Source: an optimization exercise on an open RTL-to-GDS flow (aim: small area, a short achievable clock period and few clock cycles). Production flows keep margins and buffers that such runs may drop.
The RTL was checked by simulation tests, not by an equivalence proof against the original design.
The flow treats the clock pin as an ideal source, which a real chip does not have.
No activity file was given, so power comes from the tool's default toggle rates.

**design/flow/config.mk**
```make
export PLATFORM = sky130hd
export DESIGN_NAME = qc_fsm_complex
export DESIGN_NICKNAME = qc_fsm_complex
export VERILOG_FILES = /design/flow/design.v
export SDC_FILE = /design/flow/constraint.sdc
export NUM_CORES = 4
export LEC_CHECK = 0
export CAP_MARGIN = 20
export CORE_MARGIN = 2
export CORE_UTILIZATION = 70
export CTS_BUF_LIST = sky130_fd_sc_hd__clkbuf_16
export CTS_CLUSTER_DIAMETER = 100
export CTS_CLUSTER_SIZE = 28
export PLACE_DENSITY = 0.75
export SLEW_MARGIN = 20
```
**design/flow/constraint.sdc**
```tcl
create_clock -name core_clock -period 12.5 [get_ports {clk}]
set_input_delay 2.5000 -clock core_clock [delete_from_list [all_inputs] [get_ports {clk}]]
set_output_delay 2.5000 -clock core_clock [all_outputs]
set_load 0.01 [all_outputs]
```
**design/flow/design.v**
```verilog
module qc_fsm_complex #(
  parameter int unsigned N    = 3,
  parameter int unsigned W    = 16,
  parameter int unsigned FRAC = W - 2
) (
  input  logic         clk,
  input  logic         reset,
  input  logic         load_ready,
  input  logic [W-1:0] load_data,
  input  logic         new_gate,
  output logic [W-1:0] send_data,
  output logic         busy,
  output logic         done,
  output logic         sat
);
  localparam int unsigned Max  = 1 << N;
  localparam int unsigned AccW = 2 * W + N + 1;   
  localparam int unsigned ND   = W / 2;      
  localparam logic [AccW-1:0] KPos    = AccW'((((64'd1 << (2 * ND)) - 64'd1) / 64'd3) << W);
  localparam logic [AccW-1:0] AccInit = (AccW'(1) << (FRAC - 1)) - AccW'(2 * Max) * KPos;
  logic            wait_ack_q;    
  logic            cap;           
  logic            cap_q;         
  logic            ph1_q;         
  logic            ph_load_q, ph_gate_q, ph_drain_q, ph_send_q;
  logic [2*N:0]    cnt_q;         
  logic            ng_q;
  logic            lastw_q;       
  logic            done_q, sat_q;
  logic            part, row_last;
  assign part     = cnt_q[0];
  assign row_last = &cnt_q[2*N:N+1];
  assign cap = load_ready & ~wait_ack_q;
  logic wlast_q, wrow7_q;
  logic first0_q, first_q;
  logic a0_q, a1_q;
  logic r_q;
  logic [W-1:0]       x_q;
  logic [ND-1:0]      one_q, two_q, neg_q;
  logic [2*W-1:0]     pcs_s_q, pcs_c_q;
  logic [AccW-1:0]    acc_a_q, acc_b_q;    
  logic [W-1:0]       send_q;
  logic [2*W-1:0]     s_q [Max];      
  logic [2*W-1:0]     o_q [Max-1];
  logic [2*W-1:0] m_s, m_c;
  qc_mul_cs u_mul (.x(x_q), .one(one_q), .two(two_q), .neg(neg_q), .s(m_s), .c(m_c));
  logic          y_re, y_neg;
  logic [W-1:0]  y;
  logic [ND-1:0] y_one, y_two, y_negd;
  assign y_re  = cap_q ? part : ~part;
  assign y_neg = ~cap_q & part;
  assign y     = y_re ? s_q[0][W-1:0] : s_q[0][2*W-1:W];
  always_comb begin
    for (int i = 0; i < ND; i++) begin
      logic b2, b1, b0;
      b2 = y[2*i+1];
      b1 = y[2*i];
      b0 = (i == 0) ? 1'b0 : y[2*i-1];
      y_one[i]  = b1 ^ b0;
      y_two[i]  = (b2 & ~b1 & ~b0) | (~b2 & b1 & b0);
      y_negd[i] = b2 ^ y_neg;
    end
  end
  logic [AccW-1:0] acc_base, acc_sum;
  assign acc_base = first_q ? AccInit : acc_a_q;
  assign acc_sum  = acc_base + AccW'(pcs_s_q) + AccW'(pcs_c_q);
  logic          ovf_re, ovf_im;
  logic [AccW-1:0] acc_re_q, acc_im_q;
  assign acc_re_q = acc_a_q;
  assign acc_im_q = acc_b_q;
  logic [W-1:0]  res_re, res_im;
  assign ovf_re = ~(&acc_re_q[AccW-1:FRAC+W-1]) & (|acc_re_q[AccW-1:FRAC+W-1]);
  assign ovf_im = ~(&acc_im_q[AccW-1:FRAC+W-1]) & (|acc_im_q[AccW-1:FRAC+W-1]);
  assign res_re = ovf_re ? {acc_re_q[AccW-1], {(W-1){~acc_re_q[AccW-1]}}} : acc_re_q[FRAC+W-1:FRAC];
  assign res_im = ovf_im ? {acc_im_q[AccW-1], {(W-1){~acc_im_q[AccW-1]}}} : acc_im_q[FRAC+W-1:FRAC];
  logic rot_q, ld_im_q, push_o_q, push_s_q, rot_cp;
  assign rot_cp = ph_gate_q & row_last;
  always_ff @(posedge clk or posedge reset) begin
    if (reset) begin
      wait_ack_q <= 1'b0;
      cap_q      <= 1'b0;
      ph1_q      <= 1'b0;
      ph_load_q  <= 1'b1;
      ph_gate_q  <= 1'b0;
      ph_drain_q <= 1'b0;
      ph_send_q  <= 1'b0;
      cnt_q      <= '0;
      lastw_q    <= 1'b0;
      done_q     <= 1'b0;
      a0_q       <= 1'b0;
      a1_q       <= 1'b0;
      r_q        <= 1'b0;
      rot_q      <= 1'b0;
      ld_im_q    <= 1'b0;
      push_o_q   <= 1'b0;
      push_s_q   <= 1'b0;
    end else begin
      if (cap) wait_ack_q <= 1'b1;
      else if (!load_ready) wait_ack_q <= 1'b0;
      cap_q  <= cap;
      ph1_q  <= cap_q & ph_gate_q;
      a0_q   <= cap_q & ph_gate_q;
      a1_q   <= ph1_q;
      r_q    <= a1_q & wlast_q;
      rot_q    <= cap & (ph_load_q ? ~part : (ph_gate_q | ph_send_q) & part);
      ld_im_q  <= cap & ph_load_q & part;
      push_s_q <= a1_q & wlast_q & wrow7_q;
      push_o_q <= (a1_q & wlast_q & ~wrow7_q) | (cap & ph_gate_q & row_last & part);
      done_q <= lastw_q & wait_ack_q & ~load_ready;
      if (cap) lastw_q <= ph_send_q & (cnt_q[N:0] == (N+1)'(2 * Max - 1));
      if (cap_q) begin
        cnt_q <= cnt_q + 1'b1;
        if (ph_load_q) begin
          if (cnt_q[N:0] == (N+1)'(2 * Max - 1)) begin
            cnt_q     <= '0;
            ph_load_q <= 1'b0;
            ph_gate_q <= 1'b1;
          end
        end
        if (ph_gate_q && (&cnt_q) && !ng_q) begin
          ph_gate_q  <= 1'b0;
          ph_drain_q <= 1'b1;
        end
        if (ph_send_q && cnt_q[N:0] == (N+1)'(2 * Max - 1)) begin
          cnt_q     <= '0;
          ph_send_q <= 1'b0;
          ph_load_q <= 1'b1;
        end
      end
      if (ph_drain_q && a1_q) begin
        ph_drain_q <= 1'b0;
        ph_send_q  <= 1'b1;
      end
    end
  end
  always_ff @(posedge clk) begin
    if (cap && ph_send_q) send_q <= part ? s_q[0][2*W-1:W] : s_q[0][W-1:0];
    if (cap_q && ph_load_q && cnt_q[N:0] == '0) sat_q <= 1'b0;
    else if (r_q) sat_q <= sat_q | ovf_re | ovf_im;
    ng_q <= new_gate;
    if (!wait_ack_q) x_q <= load_data;
    if (cap_q) begin
      wlast_q  <= (cnt_q[N:0] == (N+1)'(2 * Max - 1));
      wrow7_q  <= row_last;
    end
    one_q <= y_one;
    two_q <= y_two;
    neg_q <= y_negd;
    first0_q <= cap_q & (cnt_q[N:0] == '0);
    first_q  <= (cap_q & (cnt_q[N:0] == '0)) | first0_q;
    pcs_s_q <= m_s;
    pcs_c_q <= m_c;
    if (a0_q | a1_q) begin
      acc_a_q <= acc_b_q;
      acc_b_q <= acc_sum;
    end
    if (rot_q) begin
      for (int i = 0; i < Max - 1; i++) s_q[i] <= s_q[i+1];
      if (ph_load_q)   s_q[Max-1] <= {x_q, x_q};
      else if (rot_cp) s_q[Max-1] <= o_q[0];
      else             s_q[Max-1] <= s_q[0];
    end else if (push_s_q) begin
      s_q[Max-1] <= {res_im, res_re};
    end else if (ld_im_q) begin
      s_q[Max-1][2*W-1:W] <= x_q;
    end
    if (push_o_q) begin
      for (int i = 0; i < Max - 2; i++) o_q[i] <= o_q[i+1];
      o_q[Max-2] <= {res_im, res_re};
    end
  end
  assign send_data = send_q;
  assign busy      = ph_drain_q;
  assign done      = done_q;
  assign sat       = sat_q;
endmodule
module qc_mul_cs (
  input  logic [15:0] x,
  input  logic [7:0]  one,
  input  logic [7:0]  two,
  input  logic [7:0]  neg,
  output logic [31:0] s,
  output logic [31:0] c
);
  wire pp1 = ((one[0] & x[0]) | (two[0] & 1'b0)) ^ neg[0];
  wire pp2 = ((one[0] & x[1]) | (two[0] & x[0])) ^ neg[0];
  wire pp3 = ((one[0] & x[2]) | (two[0] & x[1])) ^ neg[0];
  wire pp4 = ((one[0] & x[3]) | (two[0] & x[2])) ^ neg[0];
  wire pp5 = ((one[0] & x[4]) | (two[0] & x[3])) ^ neg[0];
  wire pp6 = ((one[0] & x[5]) | (two[0] & x[4])) ^ neg[0];
  wire pp7 = ((one[0] & x[6]) | (two[0] & x[5])) ^ neg[0];
  wire pp8 = ((one[0] & x[7]) | (two[0] & x[6])) ^ neg[0];
  wire pp9 = ((one[0] & x[8]) | (two[0] & x[7])) ^ neg[0];
  wire pp10 = ((one[0] & x[9]) | (two[0] & x[8])) ^ neg[0];
  wire pp11 = ((one[0] & x[10]) | (two[0] & x[9])) ^ neg[0];
  wire pp12 = ((one[0] & x[11]) | (two[0] & x[10])) ^ neg[0];
  wire pp13 = ((one[0] & x[12]) | (two[0] & x[11])) ^ neg[0];
  wire pp14 = ((one[0] & x[13]) | (two[0] & x[12])) ^ neg[0];
  wire pp15 = ((one[0] & x[14]) | (two[0] & x[13])) ^ neg[0];
  wire pp16 = ((one[0] & x[15]) | (two[0] & x[14])) ^ neg[0];
  wire pp17 = ~(((one[0] & x[15]) | (two[0] & x[15])) ^ neg[0]);
  wire pp18 = ((one[1] & x[0]) | (two[1] & 1'b0)) ^ neg[1];
  wire pp19 = ((one[1] & x[1]) | (two[1] & x[0])) ^ neg[1];
  wire pp20 = ((one[1] & x[2]) | (two[1] & x[1])) ^ neg[1];
  wire pp21 = ((one[1] & x[3]) | (two[1] & x[2])) ^ neg[1];
  wire pp22 = ((one[1] & x[4]) | (two[1] & x[3])) ^ neg[1];
  wire pp23 = ((one[1] & x[5]) | (two[1] & x[4])) ^ neg[1];
  wire pp24 = ((one[1] & x[6]) | (two[1] & x[5])) ^ neg[1];
  wire pp25 = ((one[1] & x[7]) | (two[1] & x[6])) ^ neg[1];
  wire pp26 = ((one[1] & x[8]) | (two[1] & x[7])) ^ neg[1];
  wire pp27 = ((one[1] & x[9]) | (two[1] & x[8])) ^ neg[1];
  wire pp28 = ((one[1] & x[10]) | (two[1] & x[9])) ^ neg[1];
  wire pp29 = ((one[1] & x[11]) | (two[1] & x[10])) ^ neg[1];
  wire pp30 = ((one[1] & x[12]) | (two[1] & x[11])) ^ neg[1];
  wire pp31 = ((one[1] & x[13]) | (two[1] & x[12])) ^ neg[1];
  wire pp32 = ((one[1] & x[14]) | (two[1] & x[13])) ^ neg[1];
  wire pp33 = ((one[1] & x[15]) | (two[1] & x[14])) ^ neg[1];
  wire pp34 = ~(((one[1] & x[15]) | (two[1] & x[15])) ^ neg[1]);
  wire pp35 = ((one[2] & x[0]) | (two[2] & 1'b0)) ^ neg[2];
  wire pp36 = ((one[2] & x[1]) | (two[2] & x[0])) ^ neg[2];
  wire pp37 = ((one[2] & x[2]) | (two[2] & x[1])) ^ neg[2];
  wire pp38 = ((one[2] & x[3]) | (two[2] & x[2])) ^ neg[2];
  wire pp39 = ((one[2] & x[4]) | (two[2] & x[3])) ^ neg[2];
  wire pp40 = ((one[2] & x[5]) | (two[2] & x[4])) ^ neg[2];
  wire pp41 = ((one[2] & x[6]) | (two[2] & x[5])) ^ neg[2];
  wire pp42 = ((one[2] & x[7]) | (two[2] & x[6])) ^ neg[2];
  wire pp43 = ((one[2] & x[8]) | (two[2] & x[7])) ^ neg[2];
  wire pp44 = ((one[2] & x[9]) | (two[2] & x[8])) ^ neg[2];
  wire pp45 = ((one[2] & x[10]) | (two[2] & x[9])) ^ neg[2];
  wire pp46 = ((one[2] & x[11]) | (two[2] & x[10])) ^ neg[2];
  wire pp47 = ((one[2] & x[12]) | (two[2] & x[11])) ^ neg[2];
  wire pp48 = ((one[2] & x[13]) | (two[2] & x[12])) ^ neg[2];
  wire pp49 = ((one[2] & x[14]) | (two[2] & x[13])) ^ neg[2];
  wire pp50 = ((one[2] & x[15]) | (two[2] & x[14])) ^ neg[2];
  wire pp51 = ~(((one[2] & x[15]) | (two[2] & x[15])) ^ neg[2]);
  wire pp52 = ((one[3] & x[0]) | (two[3] & 1'b0)) ^ neg[3];
  wire pp53 = ((one[3] & x[1]) | (two[3] & x[0])) ^ neg[3];
  wire pp54 = ((one[3] & x[2]) | (two[3] & x[1])) ^ neg[3];
  wire pp55 = ((one[3] & x[3]) | (two[3] & x[2])) ^ neg[3];
  wire pp56 = ((one[3] & x[4]) | (two[3] & x[3])) ^ neg[3];
  wire pp57 = ((one[3] & x[5]) | (two[3] & x[4])) ^ neg[3];
  wire pp58 = ((one[3] & x[6]) | (two[3] & x[5])) ^ neg[3];
  wire pp59 = ((one[3] & x[7]) | (two[3] & x[6])) ^ neg[3];
  wire pp60 = ((one[3] & x[8]) | (two[3] & x[7])) ^ neg[3];
  wire pp61 = ((one[3] & x[9]) | (two[3] & x[8])) ^ neg[3];
  wire pp62 = ((one[3] & x[10]) | (two[3] & x[9])) ^ neg[3];
  wire pp63 = ((one[3] & x[11]) | (two[3] & x[10])) ^ neg[3];
  wire pp64 = ((one[3] & x[12]) | (two[3] & x[11])) ^ neg[3];
  wire pp65 = ((one[3] & x[13]) | (two[3] & x[12])) ^ neg[3];
  wire pp66 = ((one[3] & x[14]) | (two[3] & x[13])) ^ neg[3];
  wire pp67 = ((one[3] & x[15]) | (two[3] & x[14])) ^ neg[3];
  wire pp68 = ~(((one[3] & x[15]) | (two[3] & x[15])) ^ neg[3]);
  wire pp69 = ((one[4] & x[0]) | (two[4] & 1'b0)) ^ neg[4];
  wire pp70 = ((one[4] & x[1]) | (two[4] & x[0])) ^ neg[4];
  wire pp71 = ((one[4] & x[2]) | (two[4] & x[1])) ^ neg[4];
  wire pp72 = ((one[4] & x[3]) | (two[4] & x[2])) ^ neg[4];
  wire pp73 = ((one[4] & x[4]) | (two[4] & x[3])) ^ neg[4];
  wire pp74 = ((one[4] & x[5]) | (two[4] & x[4])) ^ neg[4];
  wire pp75 = ((one[4] & x[6]) | (two[4] & x[5])) ^ neg[4];
  wire pp76 = ((one[4] & x[7]) | (two[4] & x[6])) ^ neg[4];
  wire pp77 = ((one[4] & x[8]) | (two[4] & x[7])) ^ neg[4];
  wire pp78 = ((one[4] & x[9]) | (two[4] & x[8])) ^ neg[4];
  wire pp79 = ((one[4] & x[10]) | (two[4] & x[9])) ^ neg[4];
  wire pp80 = ((one[4] & x[11]) | (two[4] & x[10])) ^ neg[4];
  wire pp81 = ((one[4] & x[12]) | (two[4] & x[11])) ^ neg[4];
  wire pp82 = ((one[4] & x[13]) | (two[4] & x[12])) ^ neg[4];
  wire pp83 = ((one[4] & x[14]) | (two[4] & x[13])) ^ neg[4];
  wire pp84 = ((one[4] & x[15]) | (two[4] & x[14])) ^ neg[4];
  wire pp85 = ~(((one[4] & x[15]) | (two[4] & x[15])) ^ neg[4]);
  wire pp86 = ((one[5] & x[0]) | (two[5] & 1'b0)) ^ neg[5];
  wire pp87 = ((one[5] & x[1]) | (two[5] & x[0])) ^ neg[5];
  wire pp88 = ((one[5] & x[2]) | (two[5] & x[1])) ^ neg[5];
  wire pp89 = ((one[5] & x[3]) | (two[5] & x[2])) ^ neg[5];
  wire pp90 = ((one[5] & x[4]) | (two[5] & x[3])) ^ neg[5];
  wire pp91 = ((one[5] & x[5]) | (two[5] & x[4])) ^ neg[5];
  wire pp92 = ((one[5] & x[6]) | (two[5] & x[5])) ^ neg[5];
  wire pp93 = ((one[5] & x[7]) | (two[5] & x[6])) ^ neg[5];
  wire pp94 = ((one[5] & x[8]) | (two[5] & x[7])) ^ neg[5];
  wire pp95 = ((one[5] & x[9]) | (two[5] & x[8])) ^ neg[5];
  wire pp96 = ((one[5] & x[10]) | (two[5] & x[9])) ^ neg[5];
  wire pp97 = ((one[5] & x[11]) | (two[5] & x[10])) ^ neg[5];
  wire pp98 = ((one[5] & x[12]) | (two[5] & x[11])) ^ neg[5];
  wire pp99 = ((one[5] & x[13]) | (two[5] & x[12])) ^ neg[5];
  wire pp100 = ((one[5] & x[14]) | (two[5] & x[13])) ^ neg[5];
  wire pp101 = ((one[5] & x[15]) | (two[5] & x[14])) ^ neg[5];
  wire pp102 = ~(((one[5] & x[15]) | (two[5] & x[15])) ^ neg[5]);
  wire pp103 = ((one[6] & x[0]) | (two[6] & 1'b0)) ^ neg[6];
  wire pp104 = ((one[6] & x[1]) | (two[6] & x[0])) ^ neg[6];
  wire pp105 = ((one[6] & x[2]) | (two[6] & x[1])) ^ neg[6];
  wire pp106 = ((one[6] & x[3]) | (two[6] & x[2])) ^ neg[6];
  wire pp107 = ((one[6] & x[4]) | (two[6] & x[3])) ^ neg[6];
  wire pp108 = ((one[6] & x[5]) | (two[6] & x[4])) ^ neg[6];
  wire pp109 = ((one[6] & x[6]) | (two[6] & x[5])) ^ neg[6];
  wire pp110 = ((one[6] & x[7]) | (two[6] & x[6])) ^ neg[6];
  wire pp111 = ((one[6] & x[8]) | (two[6] & x[7])) ^ neg[6];
  wire pp112 = ((one[6] & x[9]) | (two[6] & x[8])) ^ neg[6];
  wire pp113 = ((one[6] & x[10]) | (two[6] & x[9])) ^ neg[6];
  wire pp114 = ((one[6] & x[11]) | (two[6] & x[10])) ^ neg[6];
  wire pp115 = ((one[6] & x[12]) | (two[6] & x[11])) ^ neg[6];
  wire pp116 = ((one[6] & x[13]) | (two[6] & x[12])) ^ neg[6];
  wire pp117 = ((one[6] & x[14]) | (two[6] & x[13])) ^ neg[6];
  wire pp118 = ((one[6] & x[15]) | (two[6] & x[14])) ^ neg[6];
  wire pp119 = ~(((one[6] & x[15]) | (two[6] & x[15])) ^ neg[6]);
  wire pp120 = ((one[7] & x[0]) | (two[7] & 1'b0)) ^ neg[7];
  wire pp121 = ((one[7] & x[1]) | (two[7] & x[0])) ^ neg[7];
  wire pp122 = ((one[7] & x[2]) | (two[7] & x[1])) ^ neg[7];
  wire pp123 = ((one[7] & x[3]) | (two[7] & x[2])) ^ neg[7];
  wire pp124 = ((one[7] & x[4]) | (two[7] & x[3])) ^ neg[7];
  wire pp125 = ((one[7] & x[5]) | (two[7] & x[4])) ^ neg[7];
  wire pp126 = ((one[7] & x[6]) | (two[7] & x[5])) ^ neg[7];
  wire pp127 = ((one[7] & x[7]) | (two[7] & x[6])) ^ neg[7];
  wire pp128 = ((one[7] & x[8]) | (two[7] & x[7])) ^ neg[7];
  wire pp129 = ((one[7] & x[9]) | (two[7] & x[8])) ^ neg[7];
  wire pp130 = ((one[7] & x[10]) | (two[7] & x[9])) ^ neg[7];
  wire pp131 = ((one[7] & x[11]) | (two[7] & x[10])) ^ neg[7];
  wire pp132 = ((one[7] & x[12]) | (two[7] & x[11])) ^ neg[7];
  wire pp133 = ((one[7] & x[13]) | (two[7] & x[12])) ^ neg[7];
  wire pp134 = ((one[7] & x[14]) | (two[7] & x[13])) ^ neg[7];
  wire pp135 = ((one[7] & x[15]) | (two[7] & x[14])) ^ neg[7];
  wire pp136 = ~(((one[7] & x[15]) | (two[7] & x[15])) ^ neg[7]);
  wire hs137 = pp11 ^ pp26;
  wire hc138 = pp11 & pp26;
  wire hs139 = pp12 ^ pp27;
  wire hc140 = pp12 & pp27;
  wire fs141 = pp13 ^ pp28 ^ pp43;
  wire fc142 = (pp13 & pp28) | (pp43 & (pp13 ^ pp28));
  wire hs143 = pp58 ^ pp73;
  wire hc144 = pp58 & pp73;
  wire fs145 = pp14 ^ pp29 ^ pp44;
  wire fc146 = (pp14 & pp29) | (pp44 & (pp14 ^ pp29));
  wire hs147 = pp59 ^ pp74;
  wire hc148 = pp59 & pp74;
  wire fs149 = pp15 ^ pp30 ^ pp45;
  wire fc150 = (pp15 & pp30) | (pp45 & (pp15 ^ pp30));
  wire fs151 = pp60 ^ pp75 ^ pp90;
  wire fc152 = (pp60 & pp75) | (pp90 & (pp60 ^ pp75));
  wire hs153 = pp105 ^ pp120;
  wire hc154 = pp105 & pp120;
  wire fs155 = pp16 ^ pp31 ^ pp46;
  wire fc156 = (pp16 & pp31) | (pp46 & (pp16 ^ pp31));
  wire fs157 = pp61 ^ pp76 ^ pp91;
  wire fc158 = (pp61 & pp76) | (pp91 & (pp61 ^ pp76));
  wire hs159 = pp106 ^ pp121;
  wire hc160 = pp106 & pp121;
  wire fs161 = pp17 ^ pp32 ^ pp47;
  wire fc162 = (pp17 & pp32) | (pp47 & (pp17 ^ pp32));
  wire fs163 = pp62 ^ pp77 ^ pp92;
  wire fc164 = (pp62 & pp77) | (pp92 & (pp62 ^ pp77));
  wire hs165 = pp107 ^ pp122;
  wire hc166 = pp107 & pp122;
  wire fs167 = pp33 ^ pp48 ^ pp63;
  wire fc168 = (pp33 & pp48) | (pp63 & (pp33 ^ pp48));
  wire fs169 = pp78 ^ pp93 ^ pp108;
  wire fc170 = (pp78 & pp93) | (pp108 & (pp78 ^ pp93));
  wire fs171 = pp34 ^ pp49 ^ pp64;
  wire fc172 = (pp34 & pp49) | (pp64 & (pp34 ^ pp49));
  wire hs173 = pp79 ^ pp94;
  wire hc174 = pp79 & pp94;
  wire fs175 = pp50 ^ pp65 ^ pp80;
  wire fc176 = (pp50 & pp65) | (pp80 & (pp50 ^ pp65));
  wire hs177 = pp51 ^ pp66;
  wire hc178 = pp51 & pp66;
  wire hs179 = pp7 ^ pp22;
  wire hc180 = pp7 & pp22;
  wire hs181 = pp8 ^ pp23;
  wire hc182 = pp8 & pp23;
  wire fs183 = pp9 ^ pp24 ^ pp39;
  wire fc184 = (pp9 & pp24) | (pp39 & (pp9 ^ pp24));
  wire hs185 = pp54 ^ pp69;
  wire hc186 = pp54 & pp69;
  wire fs187 = pp10 ^ pp25 ^ pp40;
  wire fc188 = (pp10 & pp25) | (pp40 & (pp10 ^ pp25));
  wire hs189 = pp55 ^ pp70;
  wire hc190 = pp55 & pp70;
  wire fs191 = hs137 ^ pp41 ^ pp56;
  wire fc192 = (hs137 & pp41) | (pp56 & (hs137 ^ pp41));
  wire fs193 = pp71 ^ pp86 ^ neg[5];
  wire fc194 = (pp71 & pp86) | (neg[5] & (pp71 ^ pp86));
  wire fs195 = hs139 ^ pp42 ^ pp57;
  wire fc196 = (hs139 & pp42) | (pp57 & (hs139 ^ pp42));
  wire fs197 = pp72 ^ pp87 ^ hc138;
  wire fc198 = (pp72 & pp87) | (hc138 & (pp72 ^ pp87));
  wire fs199 = fs141 ^ hs143 ^ pp88;
  wire fc200 = (fs141 & hs143) | (pp88 & (fs141 ^ hs143));
  wire fs201 = pp103 ^ neg[6] ^ hc140;
  wire fc202 = (pp103 & neg[6]) | (hc140 & (pp103 ^ neg[6]));
  wire fs203 = fs145 ^ hs147 ^ pp89;
  wire fc204 = (fs145 & hs147) | (pp89 & (fs145 ^ hs147));
  wire fs205 = pp104 ^ fc142 ^ hc144;
  wire fc206 = (pp104 & fc142) | (hc144 & (pp104 ^ fc142));
  wire fs207 = fs149 ^ fs151 ^ hs153;
  wire fc208 = (fs149 & fs151) | (hs153 & (fs149 ^ fs151));
  wire fs209 = neg[7] ^ fc146 ^ hc148;
  wire fc210 = (neg[7] & fc146) | (hc148 & (neg[7] ^ fc146));
  wire fs211 = fs155 ^ fs157 ^ hs159;
  wire fc212 = (fs155 & fs157) | (hs159 & (fs155 ^ fs157));
  wire fs213 = fc150 ^ fc152 ^ hc154;
  wire fc214 = (fc150 & fc152) | (hc154 & (fc150 ^ fc152));
  wire fs215 = fs161 ^ fs163 ^ hs165;
  wire fc216 = (fs161 & fs163) | (hs165 & (fs161 ^ fs163));
  wire fs217 = fc156 ^ fc158 ^ hc160;
  wire fc218 = (fc156 & fc158) | (hc160 & (fc156 ^ fc158));
  wire fs219 = fs167 ^ fs169 ^ pp123;
  wire fc220 = (fs167 & fs169) | (pp123 & (fs167 ^ fs169));
  wire fs221 = fc162 ^ fc164 ^ hc166;
  wire fc222 = (fc162 & fc164) | (hc166 & (fc162 ^ fc164));
  wire fs223 = fs171 ^ hs173 ^ pp109;
  wire fc224 = (fs171 & hs173) | (pp109 & (fs171 ^ hs173));
  wire fs225 = pp124 ^ fc168 ^ fc170;
  wire fc226 = (pp124 & fc168) | (fc170 & (pp124 ^ fc168));
  wire fs227 = fs175 ^ pp95 ^ pp110;
  wire fc228 = (fs175 & pp95) | (pp110 & (fs175 ^ pp95));
  wire fs229 = pp125 ^ fc172 ^ hc174;
  wire fc230 = (pp125 & fc172) | (hc174 & (pp125 ^ fc172));
  wire fs231 = hs177 ^ pp81 ^ pp96;
  wire fc232 = (hs177 & pp81) | (pp96 & (hs177 ^ pp81));
  wire fs233 = pp111 ^ pp126 ^ fc176;
  wire fc234 = (pp111 & pp126) | (fc176 & (pp111 ^ pp126));
  wire fs235 = pp67 ^ pp82 ^ pp97;
  wire fc236 = (pp67 & pp82) | (pp97 & (pp67 ^ pp82));
  wire fs237 = pp112 ^ pp127 ^ hc178;
  wire fc238 = (pp112 & pp127) | (hc178 & (pp112 ^ pp127));
  wire fs239 = pp68 ^ pp83 ^ pp98;
  wire fc240 = (pp68 & pp83) | (pp98 & (pp68 ^ pp83));
  wire hs241 = pp113 ^ pp128;
  wire hc242 = pp113 & pp128;
  wire fs243 = pp84 ^ pp99 ^ pp114;
  wire fc244 = (pp84 & pp99) | (pp114 & (pp84 ^ pp99));
  wire hs245 = pp85 ^ pp100;
  wire hc246 = pp85 & pp100;
  wire hs247 = pp5 ^ pp20;
  wire hc248 = pp5 & pp20;
  wire hs249 = pp6 ^ pp21;
  wire hc250 = pp6 & pp21;
  wire fs251 = hs179 ^ pp37 ^ pp52;
  wire fc252 = (hs179 & pp37) | (pp52 & (hs179 ^ pp37));
  wire fs253 = hs181 ^ pp38 ^ pp53;
  wire fc254 = (hs181 & pp38) | (pp53 & (hs181 ^ pp38));
  wire fs255 = fs183 ^ hs185 ^ neg[4];
  wire fc256 = (fs183 & hs185) | (neg[4] & (fs183 ^ hs185));
  wire fs257 = fs187 ^ hs189 ^ fc184;
  wire fc258 = (fs187 & hs189) | (fc184 & (fs187 ^ hs189));
  wire fs259 = fs191 ^ fs193 ^ fc188;
  wire fc260 = (fs191 & fs193) | (fc188 & (fs191 ^ fs193));
  wire fs261 = fs195 ^ fs197 ^ fc192;
  wire fc262 = (fs195 & fs197) | (fc192 & (fs195 ^ fs197));
  wire fs263 = fs199 ^ fs201 ^ fc196;
  wire fc264 = (fs199 & fs201) | (fc196 & (fs199 ^ fs201));
  wire fs265 = fs203 ^ fs205 ^ fc200;
  wire fc266 = (fs203 & fs205) | (fc200 & (fs203 ^ fs205));
  wire fs267 = fs207 ^ fs209 ^ fc204;
  wire fc268 = (fs207 & fs209) | (fc204 & (fs207 ^ fs209));
  wire fs269 = fs211 ^ fs213 ^ fc208;
  wire fc270 = (fs211 & fs213) | (fc208 & (fs211 ^ fs213));
  wire fs271 = fs215 ^ fs217 ^ fc212;
  wire fc272 = (fs215 & fs217) | (fc212 & (fs215 ^ fs217));
  wire fs273 = fs219 ^ fs221 ^ fc216;
  wire fc274 = (fs219 & fs221) | (fc216 & (fs219 ^ fs221));
  wire fs275 = fs223 ^ fs225 ^ fc220;
  wire fc276 = (fs223 & fs225) | (fc220 & (fs223 ^ fs225));
  wire fs277 = fs227 ^ fs229 ^ fc224;
  wire fc278 = (fs227 & fs229) | (fc224 & (fs227 ^ fs229));
  wire fs279 = fs231 ^ fs233 ^ fc228;
  wire fc280 = (fs231 & fs233) | (fc228 & (fs231 ^ fs233));
  wire fs281 = fs235 ^ fs237 ^ fc232;
  wire fc282 = (fs235 & fs237) | (fc232 & (fs235 ^ fs237));
  wire fs283 = fs239 ^ hs241 ^ fc236;
  wire fc284 = (fs239 & hs241) | (fc236 & (fs239 ^ hs241));
  wire fs285 = fs243 ^ pp129 ^ fc240;
  wire fc286 = (fs243 & pp129) | (fc240 & (fs243 ^ pp129));
  wire fs287 = hs245 ^ pp115 ^ pp130;
  wire fc288 = (hs245 & pp115) | (pp130 & (hs245 ^ pp115));
  wire fs289 = pp101 ^ pp116 ^ pp131;
  wire fc290 = (pp101 & pp116) | (pp131 & (pp101 ^ pp116));
  wire hs291 = pp102 ^ pp117;
  wire hc292 = pp102 & pp117;
  wire hs293 = pp3 ^ pp18;
  wire hc294 = pp3 & pp18;
  wire hs295 = pp4 ^ pp19;
  wire hc296 = pp4 & pp19;
  wire fs297 = hs247 ^ pp35 ^ neg[2];
  wire fc298 = (hs247 & pp35) | (neg[2] & (hs247 ^ pp35));
  wire fs299 = hs249 ^ pp36 ^ hc248;
  wire fc300 = (hs249 & pp36) | (hc248 & (hs249 ^ pp36));
  wire fs301 = fs251 ^ neg[3] ^ hc250;
  wire fc302 = (fs251 & neg[3]) | (hc250 & (fs251 ^ neg[3]));
  wire fs303 = fs253 ^ hc180 ^ fc252;
  wire fc304 = (fs253 & hc180) | (fc252 & (fs253 ^ hc180));
  wire fs305 = fs255 ^ hc182 ^ fc254;
  wire fc306 = (fs255 & hc182) | (fc254 & (fs255 ^ hc182));
  wire fs307 = fs257 ^ hc186 ^ fc256;
  wire fc308 = (fs257 & hc186) | (fc256 & (fs257 ^ hc186));
  wire fs309 = fs259 ^ hc190 ^ fc258;
  wire fc310 = (fs259 & hc190) | (fc258 & (fs259 ^ hc190));
  wire fs311 = fs261 ^ fc194 ^ fc260;
  wire fc312 = (fs261 & fc194) | (fc260 & (fs261 ^ fc194));
  wire fs313 = fs263 ^ fc198 ^ fc262;
  wire fc314 = (fs263 & fc198) | (fc262 & (fs263 ^ fc198));
  wire fs315 = fs265 ^ fc202 ^ fc264;
  wire fc316 = (fs265 & fc202) | (fc264 & (fs265 ^ fc202));
  wire fs317 = fs267 ^ fc206 ^ fc266;
  wire fc318 = (fs267 & fc206) | (fc266 & (fs267 ^ fc206));
  wire fs319 = fs269 ^ fc210 ^ fc268;
  wire fc320 = (fs269 & fc210) | (fc268 & (fs269 ^ fc210));
  wire fs321 = fs271 ^ fc214 ^ fc270;
  wire fc322 = (fs271 & fc214) | (fc270 & (fs271 ^ fc214));
  wire fs323 = fs273 ^ fc218 ^ fc272;
  wire fc324 = (fs273 & fc218) | (fc272 & (fs273 ^ fc218));
  wire fs325 = fs275 ^ fc222 ^ fc274;
  wire fc326 = (fs275 & fc222) | (fc274 & (fs275 ^ fc222));
  wire fs327 = fs277 ^ fc226 ^ fc276;
  wire fc328 = (fs277 & fc226) | (fc276 & (fs277 ^ fc226));
  wire fs329 = fs279 ^ fc230 ^ fc278;
  wire fc330 = (fs279 & fc230) | (fc278 & (fs279 ^ fc230));
  wire fs331 = fs281 ^ fc234 ^ fc280;
  wire fc332 = (fs281 & fc234) | (fc280 & (fs281 ^ fc234));
  wire fs333 = fs283 ^ fc238 ^ fc282;
  wire fc334 = (fs283 & fc238) | (fc282 & (fs283 ^ fc238));
  wire fs335 = fs285 ^ hc242 ^ fc284;
  wire fc336 = (fs285 & hc242) | (fc284 & (fs285 ^ hc242));
  wire fs337 = fs287 ^ fc244 ^ fc286;
  wire fc338 = (fs287 & fc244) | (fc286 & (fs287 ^ fc244));
  wire fs339 = fs289 ^ hc246 ^ fc288;
  wire fc340 = (fs289 & hc246) | (fc288 & (fs289 ^ hc246));
  wire fs341 = hs291 ^ pp132 ^ fc290;
  wire fc342 = (hs291 & pp132) | (fc290 & (hs291 ^ pp132));
  wire fs343 = pp118 ^ pp133 ^ hc292;
  wire fc344 = (pp118 & pp133) | (hc292 & (pp118 ^ pp133));
  wire hs345 = pp119 ^ pp134;
  wire hc346 = pp119 & pp134;
  assign s = {1'b0, pp136, pp135, hs345, fs343, fs341, fs339, fs337, fs335, fs333, fs331, fs329, fs327, fs325, fs323, fs321, fs319, fs317, fs315, fs313, fs311, fs309, fs307, fs305, fs303, fs301, fs299, fs297, hs295, hs293, pp2, pp1};
  assign c = {1'b0, 1'b0, hc346, fc344, fc342, fc340, fc338, fc336, fc334, fc332, fc330, fc328, fc326, fc324, fc322, fc320, fc318, fc316, fc314, fc312, fc310, fc308, fc306, fc304, fc302, fc300, fc298, hc296, hc294, neg[1], 1'b0, neg[0]};
endmodule
```
**design/flow/flow/run.sh**
```bash
#!/bin/bash
# The standard layout (standard.sh: standard synthesis, floorplan, place, CTS, route),
# with three changes to how it is made:
#  - the port buffers are buf_4 cells instead of the resizer's default pick (a delay cell);
#  - timing repair aims at a setup slack margin well past zero, so that the layout runs
#    faster than the clock period asks for;
#  - after CTS, the root buffer that CTS puts right at the clock port is taken out, so the
#    port drives the four buffers of the tree's first level directly (unroot.tcl). Every
#    register's clock still passes two levels of clock buffers; all arrive equally earlier.
# The clock period, SDC and all other settings are the standard flow's.
set -euo pipefail
cd "$(dirname "$0")/.."
export BUFFER_PORTS_ARGS="-buffer_cell sky130_fd_sc_hd__buf_4"
export SETUP_SLACK_MARGIN=9.1
export TNS_END_PERCENT=100
R=orfs/results/sky130hd/qc_fsm_complex/base
bash standard.sh cts > make_cts.log 2>&1
UNROOT_IN=$R/4_cts.odb UNROOT_OUT=$R/4_cts.odb openroad -no_init -exit flow/unroot.tcl > unroot.log 2>&1
bash standard.sh finish > make_finish.log 2>&1
```
**design/flow/flow/unroot.tcl**
```tcl
set in_db  $::env(UNROOT_IN)
set out_db $::env(UNROOT_OUT)
read_db $in_db
set block [ord::get_db_block]
set port_net [$block findNet clk]
set root ""
foreach it [$port_net getITerms] {
  if {[[$it getInst] getName] ne ""} { lappend root [$it getInst] }
}
puts "port net loads: [llength $root]"
if {[llength $root] != 1} { puts "UNROOT: port drives [llength $root] cells, left as is"; write_db $out_db; exit 0 }
set root [lindex $root 0]
set master [[$root getMaster] getName]
if {![string match "sky130_fd_sc_hd__clkbuf_*" $master]} { puts "UNROOT: root is $master, left as is"; write_db $out_db; exit 0 }
set out_net ""
foreach it [$root getITerms] {
  if {[$it isOutputSignal]} { set out_net [$it getNet] }
}
set loads {}
foreach it [$out_net getITerms] {
  if {[$it getInst] ne $root} { lappend loads $it }
}
if {[llength [$out_net getBTerms]] > 0} { puts "UNROOT: root output drives a port, left as is"; write_db $out_db; exit 0 }
puts "root [$root getName] ($master) drives [llength $loads] pins on [$out_net getName]"
if {[llength $loads] > 4} { puts "UNROOT: too many loads, left as is"; write_db $out_db; exit 0 }
foreach it $loads {
  puts "  move [[$it getInst] getName]/[[$it getMTerm] getName] to [$port_net getName]"
  $it disconnect
  $it connect $port_net
}
foreach it [$root getITerms] { if {[$it getNet] ne "NULL"} { $it disconnect } }
odb::dbInst_destroy $root
odb::dbNet_destroy $out_net
write_db $out_db
puts "UNROOT: done"
```
**design/flow/standard.sh**
```bash
#!/bin/bash
# synth_recipe.tcl (not shown) runs the flow's synth.tcl, then flattens the netlist and writes it again
# the make line also repeats each setting of config.mk as NAME=value (left out here)
make -C /OpenROAD-flow-scripts/flow DESIGN_CONFIG=/design/flow/config.mk WORK_HOME=/design/flow/orfs CLKGATE_MAP_FILE= SYNTH_SCRIPT=/design/flow/synth_recipe.tcl "${@:-finish}"
```
==> results.yml, run 1 <==
routing:
  first_pass_detailed_route_iteration_total: 6
  postRouteWirelength_um: 64770
  average_vias_per_placed_instance: 6.304
  post_drt_wl_per_cell_um: 24.55
  total_via_count_in_the_routed_design: 16630
  detail_route.drc_violations: 0
  ant_nets: 0
  drt_iter0_drc: 1717
worst_setup_path:
  timing.critical_path.from_type: "register"
  critPathSlowestCell: "dfrtp_2"
  signal_arrival_time_at_the_worst_endpoint_ns: 1.04
  worst_setup_startpoint: "ph_drain_q"
  cpPeakStageDelay_ns: 0.45
  reg2reg_to: "acc_b_q[30]"
  crit_buf_inv: 1
  setup.worst_path.end: "busy"
  timing.critical_path.to_type: "output pin"
  ff2ff_path_depth: 12
  crit_path_max_fanout: 2
  worstReg2RegStart: "first_q"
  cp.depth: 1
  crit_chain: "buf_6"
  worst_path_required_time_ns: 10.00
  setup.reg_to_reg.worst_slack_ns: 9.06
  setup.worst_path.class: "reg -> out"
  crit_family: "flip-flops"
logic_synthesis:
  synthDistinctLibCells: 69
  synth_flop_cell: "edfxtp_1"
  synth_warn: 3
  postSynth.asyncResetShare_pct: 3.161
  number_of_synthesized_flops_with_an_enable_pin: 586
  ys_seq_area_share_pct: 66.33
  postSynthNetCount: 2238
  avgSynthCellArea_um2: 14.65
  synth-seq-cells: 696
  post_synth_inst_count: 2049
  syn-cell-area_mm2: 0.03002
outcome:
  outcome: "complete, no violations"
clock_tree:
  numCtsBuffers: 28
  cts.htree.levels: 1
  clk_root_buffer_cell: "clkbuf_16"
  path_clk_slew_ns: 0.11
  clk_path_buf_depth: 3
  cts-hold-fix-buffers: 0
  worstSkewPairLatency_ns: 0.48
  clock_tree_from_tritoncts: "yes"
  clock_sinks: 696
cells_and_area:
  num-nets-final: 2266
  regArea_mm2: 0.01995
  multi_input_combinational_cell_area_mm2: 0.009365
  drive_above_1_share_pct: 13.77
  syn2layout_area_growth_pct: 8.357
  antenna_cells_inserted: 0
  filler_instances: 2482
  postLayoutCellArea_mm2: 0.03253
placement:
  preCtsSetupSlack_ns: 8.623
  port-buffer-count: 38
  hpwl_um: 40830
  place_congestion: 0.9000
  placedInstanceArea_mm2: 0.03064
sta:
  setup_ws_ns: 8.958
  report.final.slew_viol_count: 0
  setup-tns-final_ns: 0
  min_period_ns: 3.542
  clock.fmax_ghz: 0.2824
  worst_slew_margin_rel_pct: 31.66
  fin_crit_sh_pct: 28.33
  finalHoldViolCount: 0
  max_slew.worst_pin.slew_ns: 1.021
  setup_viol: 0
  rsz_0062_raised_after_global_routing: "yes"
  clock_skew_after_layout_ns: 0.02292
  finalHoldWorstSlack_ns: 0.4033
floorplan:
  die_w_um: 211.1
  core_area_mm2: 0.04213
  ios: 39
  num_rows: 75
  die_area_mm2: 0.04455
  start_util_pct: 71.24
  die_h_um: 211.1
pwr:
  power_density_mw_per_mm2: 246.5
  leakage_nw: 11.82
  vdd.ir_drop.worst_v: 0.0003038
  post_layout_total_power_mw: 8.019
grt:
  first_global_vias: 16150
  largest_net_degree_at_the_start_of_global_routing: 177
  antenna_found_initial: 3
  first_pass_grt_wire_length_um: 96860
  gr-usage-all-layers_pct: 29.24
  grt_remaining_overflow: 0
hold_path:
  hold_path_class: "reg -> reg"
flow_run:
  drv.max_cap_violation_count: 0
per-stage QoR:
stage / util (%) / cells
after floorplan: - / 2049
after global placement: 72.73 / 2514
after detailed placement: 72.73 / 2514
after CTS: 76.32 / 2622
after global routing: 77.20 / 2638
final: 77.20 / 2638
where the power goes:
| part | internal (mW) | switching, mW | total, mW |
|---|---|---|---|
| clock | 0.423 | 0.654 | 1.08 |
| sequential | 2.80 | 0.184 | 2.98 |
| combinational | 1.70 | 2.26 | 3.96 |
| total | 4.92 | 3.10 | 8.02 |
cell type report:
cell class	count	share of cell area, %
sequential	696	61.34
multi-input combinational	1093	28.79
timing repair buffer	130	3.804
clock buffer	29	2.231
tap	539	2.073
inverter	129	1.504
clock inverter	22	0.2539
kinds of logic after synthesis:
family,count (synthesis),share of synthesized area (%)
flip-flops,696,66.33
AO/OA/AOI/OAI,367,8.324
AND/OR/NAND/NOR,325,5.144
buffers and inverters,260,3.280
XOR/XNOR,186,5.427
adder cells (fa/ha/maj),169,9.820
multiplexers,46,1.676
registers in the layout, indices dropped and copies added (netlist names), 7 cells and up, named ones only:
| register | cells |
|---|---|
| cnt_q | 7 |
| pcs_c_q | 29 |
| acc_a_q | 36 |
| two_q | 8 |
| x_q | 16 |
| neg_q | 8 |
| s_q | 256 |
| pcs_s_q | 31 |
| o_q | 224 |
| acc_b_q | 36 |
| send_q | 16 |
| one_q | 8 |
metal layers:
| metal | global-route usage, % | part of all wire, % |
|---|---|---|
| met5 | 0 | 0.020 |
| met4 | 7.309 | 2.4 |
| met3 | 6.527 | 9.0 |
| met2 | 43.87 | 46 |
| met1 | 44.36 | 43 |
worst min-delay path by stage:
stage	startpoint	end	slack [ns]	cells past startpoint
2_1_floorplan	neg_q[0]	pcs_c_q[0]	0.33	0
3_3_place_gp	a0_q	a1_q	0.36	0
3_5_place_dp	a0_q	a1_q	0.38	0
4_1_cts	a0_q	a1_q	0.40	0
5_1_grt	a0_q	a1_q	0.41	0
6_report	a0_q	a1_q	0.40	0
worst reg2reg max path: stages, from the launching register on:
cell	delay, ns
dfxtp_2	0.37
buf_12	0.16
nand2b_1	0.17
fa_1	0.53
inv_1	0.06
ha_1	0.29
a21oi_2	0.19
nand4b_1	0.20
a211oi_2	0.12
or3_4	0.42
a32o_2	0.29
a221oi_2	0.28
xnor2_1	0.12
what timing repair did:
action	in CTS	in global routing
setup endpoints to repair	57	51
setup buffers	56	15
resized for setup	53	49
gates cloned	0	1
pin swaps	4	26
layout by cell type, fill, tap and decap left out, types with 4 or more instances in the layout:
| cell type | synthesis | routed |
|---|---|---|
| a211oi_1 | 23 | 21 |
| a21o_1 | 29 | 29 |
| nor3_1 | 10 | 10 |
| dfrtp_1 | 21 | 18 |
| and2_1 | 6 | 5 |
| dfxtp_4 | 0 | 5 |
| o21ai_1 | 7 | 9 |
| buf_12 | 0 | 12 |
| o21ai_0 | 47 | 45 |
| fa_1 | 111 | 108 |
| a31o_2 | 14 | 14 |
| nor2_1 | 77 | 76 |
| nand2b_1 | 22 | 22 |
| o21a_1 | 5 | 5 |
| clkbuf_16 | 0 | 30 |
| inv_1 | 128 | 150 |
| a22oi_2 | 0 | 14 |
| buf_4 | 0 | 92 |
| dfxtp_2 | 0 | 11 |
| mux2i_1 | 12 | 12 |
| nand2_1 | 95 | 95 |
| xnor2_1 | 103 | 103 |
| and3_1 | 6 | 5 |
| dfxtp_1 | 88 | 72 |
| edfxtp_1 | 586 | 586 |
| buf_6 | 1 | 25 |
| nor2b_1 | 24 | 22 |
| nand4_1 | 6 | 6 |
| xor2_1 | 83 | 81 |
| ha_1 | 58 | 55 |
| nand3_1 | 53 | 52 |
| mux2_2 | 34 | 34 |
| or2_2 | 10 | 9 |
| o211ai_1 | 4 | 4 |
| a22oi_1 | 120 | 106 |
| a21oi_2 | 1 | 6 |
| a21oi_1 | 76 | 71 |
synth_stat cells, types with 47 or more instances:
master	instances	area [um2]
inv_1	128	480.5
clkbuf_1	125	469.2
xor2_1	83	727.0
a22oi_1	120	900.9
fa_1	111	2222
nand2_1	95	356.6
ha_1	58	725.7
nand3_1	53	265.3
dfxtp_1	88	1762
xnor2_1	103	902.1
nor2_1	77	289.0
o21ai_0	47	235.2
edfxtp_1	586	17600
a21oi_1	76	380.4
Testbench counts, summed over its fixed seeds: cycles 66,240.
==> inputs of run 2 (changes only) <==
--- a/design/flow/config.mk
+++ b/design/flow/config.mk
@@ -7,9 +7,9 @@
 export LEC_CHECK = 0
 export CAP_MARGIN = 20
 export CORE_MARGIN = 2
-export CORE_UTILIZATION = 70
+export CORE_UTILIZATION = 65
 export CTS_BUF_LIST = sky130_fd_sc_hd__clkbuf_16
-export CTS_CLUSTER_DIAMETER = 100
-export CTS_CLUSTER_SIZE = 28
-export PLACE_DENSITY = 0.75
+export CTS_CLUSTER_DIAMETER = 90
+export CTS_CLUSTER_SIZE = 24
+export PLACE_DENSITY = 0.7
 export SLEW_MARGIN = 20
==> run 2 against run 1 <==
  * Still clean on timing, DRC and antenna
  * Worst setup slack improved by 0.11 ns
  * Area after synthesis unchanged
  * Clock-buffer cell count increased by 6
  * Critical path depth unchanged
  * Sequential power about the same
  * Total power increased by 2.4%
  * Core utilization decreased by 5.1 points
  * Register-to-register slack improved by 0.07 ns
  * Clock skew increased by 0.0059 ns
  * Via count decreased by 1.1%
  * First-iteration DRC count decreased by 0.64%
  * Critical endpoint unchanged
  * Largest power group unchanged
  * Highest routed layer unchanged
==> results.yml, run 2 <==
worst_setup_path:
  reg2reg_to: "acc_b_q[29]"
  setup.reg_to_reg.worst_slack_ns: 9.13
  setup.worst_path.class: "reg -> out"
  timing.critical_path.from_type: "register"
  ff2ff_path_depth: 10
  worstReg2RegStart: "first_q"
  crit_chain: "buf_6"
  critPathSlowestCell: "dfrtp_1"
  crit_path_max_fanout: 2
  crit_family: "flip-flops"
  worst_path_required_time_ns: 10.00
  cpPeakStageDelay_ns: 0.41
  crit_buf_inv: 1
  timing.critical_path.to_type: "output pin"
  signal_arrival_time_at_the_worst_endpoint_ns: 0.93
floorplan:
  die_area_mm2: 0.04792
  die_w_um: 218.9
  core_area_mm2: 0.04548
  die_h_um: 218.9
  ios: 39
  start_util_pct: 66.00
  num_rows: 78
cells_and_area:
  antenna_cells_inserted: 0
  filler_instances: 2916
  count_of_non_filler_cells_in_the_finished_layout: 2699
  postLayoutCoreUtil_pct: 72.05
  num-nets-final: 2261
  postLayoutCellArea_mm2: 0.03277
  biggest_regs: "s_q: 256 flops, o_q: 224 flops"
  drive_above_1_share_pct: 14.53
  largest_register_ffs: 256
  leading_cell_type_in_the_layout_fill_and_taps_excluded: "edfxtp_1"
  mostFrequentLayoutCells: "586 x edfxtp_1, 149 x inv_1, 109 x fa_1"
  largest_register: "s_q"
  syn2layout_area_growth_pct: 9.166
pwr:
  switchingPower_mw: 3.141
  sequentialPowerShare_pct: 36.5
  fraction_of_power_consumed_by_combinational_cells_pct: 48.7
  leakage_nw: 11.85
  cellInternalPower_mw: 5.067
  vdd.ir_drop.worst_v: 0.0003154
  power.clock.fraction_pct: 14.8
  power_density_mw_per_mm2: 250.5
  switching_share_pct: 38.27
hold_path:
  terminating_pin_of_the_worst_hold_path: "a1_q"
  hp-start: "a0_q"
  hold_path_class: "reg -> reg"
  min_delay_path_depth: 0
sta:
  clock_skew_after_layout_ns: 0.02882
  worst_slew_margin_rel_pct: 29.51
  fin_crit_sh_pct: 27.44
  min_period_ns: 3.430
  setup-tns-final_ns: 0
  max_slew.worst_pin.slew_ns: 1.057
  clock.fmax_ghz: 0.2916
  finalHoldViolCount: 0
  report.final.slew_viol_count: 0
  setup_viol: 0
  rsz_0062_raised_after_global_routing: "yes"
routing:
  first_pass_detailed_route_iteration_total: 5
  post_drt_wl_per_cell_um: 23.62
  drt_iter0_drc: 1706
  ant_nets: 0
  total_via_count_in_the_routed_design: 16440
  average_vias_per_placed_instance: 6.092
  detail_route.drc_violations: 0
  postRouteWirelength_um: 63740
clock_tree:
  path_clk_slew_ns: 0.09
  clock_tree_from_tritoncts: "yes"
  clk_path_buf_depth: 3
  numCtsBuffers: 36
  cts-hold-fix-buffers: 0
  worstSkewPairLatency_ns: 0.39
  cts.htree.levels: 2
  clk_root_buffer_cell: "clkbuf_16"
  clock_sinks: 696
grt:
  largest_net_degree_at_the_start_of_global_routing: 89
  first_pass_grt_wire_length_um: 97400
  first_global_vias: 16090
  gr-usage-all-layers_pct: 27.26
  grt_remaining_overflow: 0
  antenna_found_initial: 1
logic_synthesis:
  yosys.cell_count.top_type: "edfxtp_1"
  synth.cells.most_frequent: "586 x edfxtp_1, 128 x inv_1, 125 x clkbuf_1"
  syn-cell-area_mm2: 0.03002
  synth-seq-cells: 696
  netlist_top_cells_area: "edfxtp_1 59%, fa_1 7.4%, dfxtp_1 5.9%, xnor2_1 3.0%, a22oi_1 3.0%"
  synth_warn: 3
  synth_top_area_share_pct: 58.62
  ys_seq_area_share_pct: 66.33
  synthDistinctLibCells: 69
  post_synth_inst_count: 2049
  synth_top_area_cell: "edfxtp_1"
  postSynthNetCount: 2238
  postSynth.asyncResetShare_pct: 3.161
  synth_flop_cell: "edfxtp_1"
  number_of_synthesized_flops_with_an_enable_pin: 586
  avgSynthCellArea_um2: 14.65
flow_run:
  drv.max_cap_violation_count: 0
placement:
  place_congestion: 0.9020
  dp.cells: 2574
  port-buffer-count: 38
  placedInstanceArea_mm2: 0.03070
  hpwl_um: 40920
outcome:
  outcome: "complete, no violations"
-- run 2: cell counts after synthesis --
Identical to the previous run, type by type.
-- run 2: how the worst max path moves through the flow --
| stage | from | endpoint | slack, ns | depth (start not counted) |
|---|---|---|---|---|
| after global placement | neg_q[3] | pcs_s_q[17] | 8.70 | 7 |
| after CTS | send_q[15] | send_data[15] | 8.85 | 1 |
| final | ph_drain_q | busy | 9.07 | 1 |
| after detailed placement | first_q | acc_b_q[29] | 8.65 | 11 |
| after floorplan | neg_q[5] | pcs_s_q[17] | 9.10 | 8 |
| after global routing | first_q | acc_b_q[29] | 9.00 | 11 |
-- run 2: power groups by stage --
stage	registers (mW)	logic (mW)	clock network [mW]
finish	3.00	3.99	1.22
global route	3.02	4.54	1.32
CTS	2.99	3.82	1.28
detailed placement	3.04	3.65	0
global placement	3.04	3.53	0
floorplan	2.91	2.79	0
-- run 2: timing repair --
action                                  in CTS  in global routing
gates resized for setup                     50                 75
cloned                                       1                  0
endpoints found under the setup margin      65                 46
buffers inserted                            46                 13
pin swaps                                    4                 32
-- run 2: kinds of logic (layout without fill, tap and decap cells) --
kind of cell	count (synthesis)	count (layout)	synth area share, %
AND/OR/NAND/NOR	325	325	5.144
buffers and inverters	260	310	3.280
adder cells (fa/ha/maj)	169	169	9.820
multiplexers	46	46	1.676
AO/OA/AOI/OAI	367	367	8.324
flip-flops	696	696	66.33
XOR/XNOR	186	186	5.427
-- run 2: layout make-up --
class / count / area, um2 / share of cell area (%)
multi-input combinational: 1093 / 9462 / 28.87
tap: 600 / 750.7 / 2.291
sequential: 696 / 19960 / 60.92
inverter: 129 / 489.2 / 1.493
timing repair buffer: 117 / 1060 / 3.234
clock inverter: 29 / 168.9 / 0.5155
clock buffer: 35 / 875.8 / 2.673
-- run 2: through the flow --
stage,power (mW),worst slack (ns),hold WS (ns)
4_1_cts,8.088,8.847,0.3983
2_1_floorplan,5.702,9.101,0.3290
5_1_grt,8.874,9.000,0.4100
6_report,8.208,9.070,0.4004
3_3_place_gp,6.572,8.696,0.3576
3_5_place_dp,6.692,8.646,0.3736
-- run 2: routing by layer --
layer | GRT usage (%) | share of wire, % | routed length, um
met5 | 0 | 0.020 | 13
met4 | 7.590 | 2.9 | 1850
met3 | 5.211 | 8.3 | 5300
met1 | 41.84 | 44 | 28300
met2 | 40.41 | 44 | 28280

separate check: timing with driven ports:
The results above use ideal ports. As a check the final layouts listed here were re-extracted and re-timed, cells and wires unchanged. Step 1: set_driving_cell puts a clkbuf_16 on clk and a buf_2 on each other input, an assumption about the parent block. Step 2 moves the port delays by t, midway between the first and last clock arrival at a register: inputs arrive t later, outputs are due t later. That takes back most of the time a late clock gives input paths. Three values: ideal ports, drivers, drivers and shift; two values: the first two.
| run | t, ns | slack for setup (ns) | hold slack, ns | clock arrival spread, ns |
|---|---|---|---|---|
| run 1 | 0.549 | 8.958 / 8.880 / 8.826 | 0.403 / 0.403 / 0.403 | 0.028 / 0.028 |
| run 2 | 0.504 | 9.070 / 8.946 / 8.863 | 0.400 / 0.400 / 0.400 | 0.029 / 0.029 |
After both steps setup and hold are still met in every run listed. The setup slack of run 2, which loses most, moves by -0.124 ns with the drivers and by -0.207 ns with both steps.
